Source: an optimization exercise on an open RTL-to-GDS flow (aim: small area). Production flows keep margins and buffers that such runs may drop. The RTL was checked by simulation tests, not by an equivalence proof against the original design.

==> flow/design.v, too long to show whole: its modules and the start of the top module <==
// module conv3x3_channel_mac: 1963 lines
// module conv3x3_pp: 1734 lines
// module conv3x3_fa: 9 lines
// module rgb_conv3x3_engine: 120 lines
module rgb_conv3x3_engine
#(
  parameter int DATA_WIDTH   = rgb_conv_pkg::DATA_WIDTH,
  parameter int WEIGHT_WIDTH = rgb_conv_pkg::WEIGHT_WIDTH,
  parameter int ACC_WIDTH    = rgb_conv_pkg::ACC_WIDTH,
  parameter int IMAGE_SIZE   = 224
) (
  input  logic                         clk,
  input  logic                         rst,
  input  logic                         col_valid,
  input  logic [3*DATA_WIDTH-1:0]      col_r,
  input  logic [3*DATA_WIDTH-1:0]      col_g,
  input  logic [3*DATA_WIDTH-1:0]      col_b,
  input  logic                         wt_we,
  input  logic [4:0]                   wt_addr,
  input  logic [ACC_WIDTH-1:0]         wt_data,
  output logic signed [ACC_WIDTH-1:0]  conv_out,
  output logic                         conv_valid,
  output logic [7:0]                   out_row,
  output logic [7:0]                   out_col,
  output logic                         frame_done
);
  // ...
==> flow/run.sh <==
#!/bin/bash
# synth_recipe.tcl (not shown) runs the flow's synth.tcl, then flattens the netlist and writes it again
# the make line also repeats each setting of config.mk as NAME=value (left out here)
make -C /OpenROAD-flow-scripts/flow DESIGN_CONFIG=/design/flow/config.mk WORK_HOME=/design/flow/orfs CLKGATE_MAP_FILE= SYNTH_SCRIPT=/design/flow/synth_recipe.tcl finish
==> flow/config.mk <==
export PLATFORM = sky130hd
export DESIGN_NAME = rgb_conv3x3_engine
export DESIGN_NICKNAME = rgb_conv3x3_engine
export VERILOG_FILES = /design/flow/design.v
export SDC_FILE = /design/flow/constraint.sdc
export NUM_CORES = 4
export LEC_CHECK = 0
export CAP_MARGIN = 20
export CORE_MARGIN = 2
export CORE_UTILIZATION = 45
export PLACE_DENSITY = 0.6
export SLEW_MARGIN = 20
export SYNTH_HIERARCHICAL = 1
export SYNTH_MINIMUM_KEEP_SIZE = 0
==> flow/constraint.sdc <==
create_clock -name core_clock -period 10.0 [get_ports {clk}]
set_input_delay 2.0000 -clock core_clock [delete_from_list [all_inputs] [get_ports {clk}]]
set_output_delay 2.0000 -clock core_clock [all_outputs]
set_load 0.01 [all_outputs]
==> run notes, run 1 <==
FMAX=110 MHz; Ant. Diodes=6; register area share after synthesis=24.3%; critical path's slowest cell=fa_1; crit path from=wt_q[12][7]; Worst path depth=16; number of buffers created by CTS=69; Crit. End Element=register; area leader, netlist=fa_1; clk cell area share=3.75%; setup total negative slack=0 ns; critical register-to-register path startpoint=wt_q[12][7]; area occupied by multi-input gates=0.0438 mm²; Mean Syn Cell Area=13.0 µm²; core area=0.131 mm²; via count=40,000; GRT Max-Usage Layer=met2; invs w/o clock=24; multiplexer area fraction after synthesis=0.0357%; Hold Violations, Final=0; post_cts resized=0; drt first pass iters=5; vias in the first global route=42,000; run status=complete, no violations; path depth of the worst reg2reg path=16; post-place setup slack=0.850 ns; critical path's top delay family=adder cells; Netlist Area Pre-Place=0.0597 mm²; max-cap viol count=0; 1st-iter DRT viols=5,795; tap cells=1,755; Arr. time, crit path=9.66 ns; Worst Path Buf+Inv=0; Final setup viols=0; Seq. cell area=0.0145 mm²; CTS Root Cell=clkbuf_16; met2 WL=121 mm
==> run 2: changes to the inputs <==
--- a/flow/config.mk
+++ b/flow/config.mk
@@ -9,4 +9,6 @@
 export CORE_MARGIN = 2
-export CORE_UTILIZATION = 45
-export PLACE_DENSITY = 0.6
+export CORE_UTILIZATION = 65
+export CTS_BUF_LIST = sky130_fd_sc_hd__clkbuf_4 sky130_fd_sc_hd__clkbuf_8
+export GPL_TIMING_DRIVEN = 0
+export PLACE_DENSITY = 0.75
 export SLEW_MARGIN = 20
==> run notes, run 2 <==
critical path's top delay family=adder cells; DP Area=0.0629 mm²; clk buf depth=3; Netlist Area Pre-Place=0.0597 mm² (unchanged); top_reg_cell synth=edfxtp_1; most common cell in the netlist=fa_1; via count=42,900 (+7.0%); Crit. End Element=register; grt ovf=0; first-pass GRT wire length=343 mm; commonest non-fill, non-tap cell in the layout=fa_1; starting density of the core=65.4%; critical path class=register to register; Top reg by flops=wt_q; biggest regs=wt_q: 216 flops, res_q: 72 flops; RSZ-0062 raised after global routing=no; die extent in x=307 µm; Worst-Margin Slew=1.24 ns; CP peak stage delay=0.75 ns; routed via count divided by cell count=6.98; Tcrit/Tclk final=92.5%; number of buffers created by CTS=91 (+32%); synth-to-layout area growth=9.02%; Slew HR=17.1%; area leader, netlist=fa_1; yosys warns=9; critical-path cell list=and2_1 > fa_1 > fa_1 > fa_1 > fa_1 > fa_1 > fa_1 > fa_1 > fa_1 > fa_1 > fa_1 > fa_1 > fa_1 > fa_1 > fa_1 > fa_1 > fa_1 > buf_4; WL final=249 mm; layout net count=6,720; HP Class=register to register; vias in the first global route=45,800 (+9.0%); setup total negative slack=0 ns (unchanged); Die Y=307 µm; largest net degree at the start of global routing=90; DIE AREA=0.0942 mm²; Mean Syn Cell Area=13.0 µm² (unchanged); clk_skew=0.0511 ns; Critical Path Fanout Max=9; initial antenna violation count=18; Netlist cell types=58; Clock Pin Slew Worst Setup and Hold Paths=0.06 ns; most frequent cells after synthesis=fa_1, nand2_1, edfxtp_1; post_cts resized=0 (unchanged); drt first pass iters=10 (+5); Arr. time, crit path=9.94 ns (+0.28 ns); Worst EP required=10.69 ns; critical path's slowest cell=fa_1; DP HPWL=208 mm; post-route cell area=0.0650 mm²; Synth Register Bits=532; I/O pin total=147; number of flops mapped to enable cells by yosys=384; 1st-iter DRT viols=7,414 (+28%); drt wl/cell=40.5 µm; Hold Violations, Final=0 (unchanged); max reg flops=216; fillers=6,127; GPL Wtd Cong=1.12; clock sink count=532; post-place setup slack=0.877 ns (+0.0268 ns); # hold bufs at CTS=0; crit start category=register; Final Hold Slack=0.295 ns; commonest non-fill, non-tap cells in the layout=fa_1, nand2_1, edfxtp_1; CTS Root Cell=clkbuf_8; share of the synthesized area in the top cell type=57.6%; core area=0.0912 mm² (-31%); DRT antenna net count=0; run status=complete, no violations; worst-skew pair later-pin latency=0.84 ns; critical path's most frequent cell=fa_1; Gate Count Post-Synth=4,601; total track usage=55.0%; fin. max-slew vios=0; synth top area cells=fa_1, edfxtp_1, nand2_1; # DRC=0; Cell Rows=111; CTS tree=yes; number of setup buffers added after CTS=0; Final setup viols=0 (unchanged); Worst Path Buf+Inv=1 (+1); FMAX=108 MHz (-2.1%); max-cap viol count=0 (unchanged); fin worst setup slack=0.749 ns; FFs w/ async S/R, synth=0%; H-tree depth=3; layout cells sized above 1=8.95%; Port Buf Inserts=144; register area share after synthesis=24.3% (unchanged); crit path time final=9.25 ns
==> run 2: final cells by class <==
cell class                      count  area [µm²]  share of cell area, %
Multi-Input combinational cell   3802       43800                   67.3
Inverter                           24        90.1                  0.139
Antenna cell                       20        50.0                 0.0769
Clock buffer                      125        1610                   2.47
Timing Repair Buffer              158        1700                   2.61
Sequential cell                   532       14500                   22.3
Clock inverter                     43         474                  0.729
Buffer                            253        1370                   2.11
Tap cell                         1186        1480                   2.28
==> run 2: worst reg2reg max path, stage by stage (launching register included) <==
cell	delay [ns]
edfxtp_1	0.67
and2_1	0.34
fa_1	0.52
fa_1	0.50
fa_1	0.75
fa_1	0.52
fa_1	0.58
fa_1	0.52
fa_1	0.48
fa_1	0.44
fa_1	0.57
fa_1	0.46
fa_1	0.42
fa_1	0.40
fa_1	0.49
fa_1	0.41
fa_1	0.41
fa_1	0.50
buf_4	0.16
==> run 2: final timing paths <==
check	from	end	slack [ns]	depth (start not counted)
worst max-delay path	col1_r_q[16]	cs_a_q[15]	0.75	18
worst min-delay path	res_q[2][17]	res_q[3][17]	0.29	0
worst max register to register	col1_r_q[16]	cs_a_q[15]	0.75	18
worst min register to register	res_q[2][17]	res_q[3][17]	0.29	0
==> run 2: cells by family (layout without fill, tap and decap cells) <==
logic type | after synthesis | after routing | share of synthesized area [%]
buffers and inverters | 277 | 603 | 2.45
adders and majority gates | 1753 | 1753 | 58.3
other | 1 | 31 | 0.00629
muxes | 2 | 2 | 0.0357
xor gates and xnor gates | 32 | 32 | 0.470
and+or+nand+nor | 1907 | 1907 | 13.2
DFF | 532 | 532 | 24.3
AOI/OAI and AO/OA | 97 | 97 | 1.18
==> run 2: layer usage <==
metal  global-route usage, %  share of wire (%)  vias up
met1                    70.1                 32    22200
met4                    34.6                9.2       14
met2                    74.8                 40     4739
li1                        -                  -    14800
met5                    1.09               0.10        -
met3                    28.3                 18     1150
==> run 2: metrics by stage <==
stage                     util [%]  cells
after CTS                     71.2   6123
after global placement        68.6   5941
after floorplan                  -   4611
after detailed placement      68.9   5955
final                         71.3   6143
after global routing          71.2   6124
==> run 2: Yosys stat by module, one instance, submodules excluded <==
| module | times used | area [µm²] |
|---|---|---|
| conv3x3_channel_mac | 1 | 485 |
| conv3x3_fa | 1714 | 20.0 |
| conv3x3_pp | 1 | 7980 |
| rgb_conv3x3_engine | 1 | 16900 |

## what the ideal ports hide
How much do the figures lean on ideal ports? The routed layouts below were timed once more, with nothing changed but the port constraints.
Step 1 assumes that a clkbuf_16 drives the clock port and a buf_2 every other input.
Step 2 adds t to the input delays and takes it off the output delays; t is the mean of the earliest and latest rising clock arrival at the registers after step 1. Input paths then give back, and output paths get back, about the clock's delay inside the block.
a / b / c = ideal / step 1 / step 2; a / b = the first two.
run	t (ns)	setup WS [ns]	worst setup path after step 2	clock arrival spread, ns	cell pins on the clock port's net
run 1	0.769	0.943 / 0.943 / 0.782	input to register	0.050 / 0.050	1
run 2	0.894	0.749 / 0.749 / 0.714	input to register	0.055 / 0.054	1
After both steps every run listed still meets setup and hold. For run 1, which loses most, drivers alone change the setup slack by 0.000 ns; drivers and shift together by -0.161 ns.
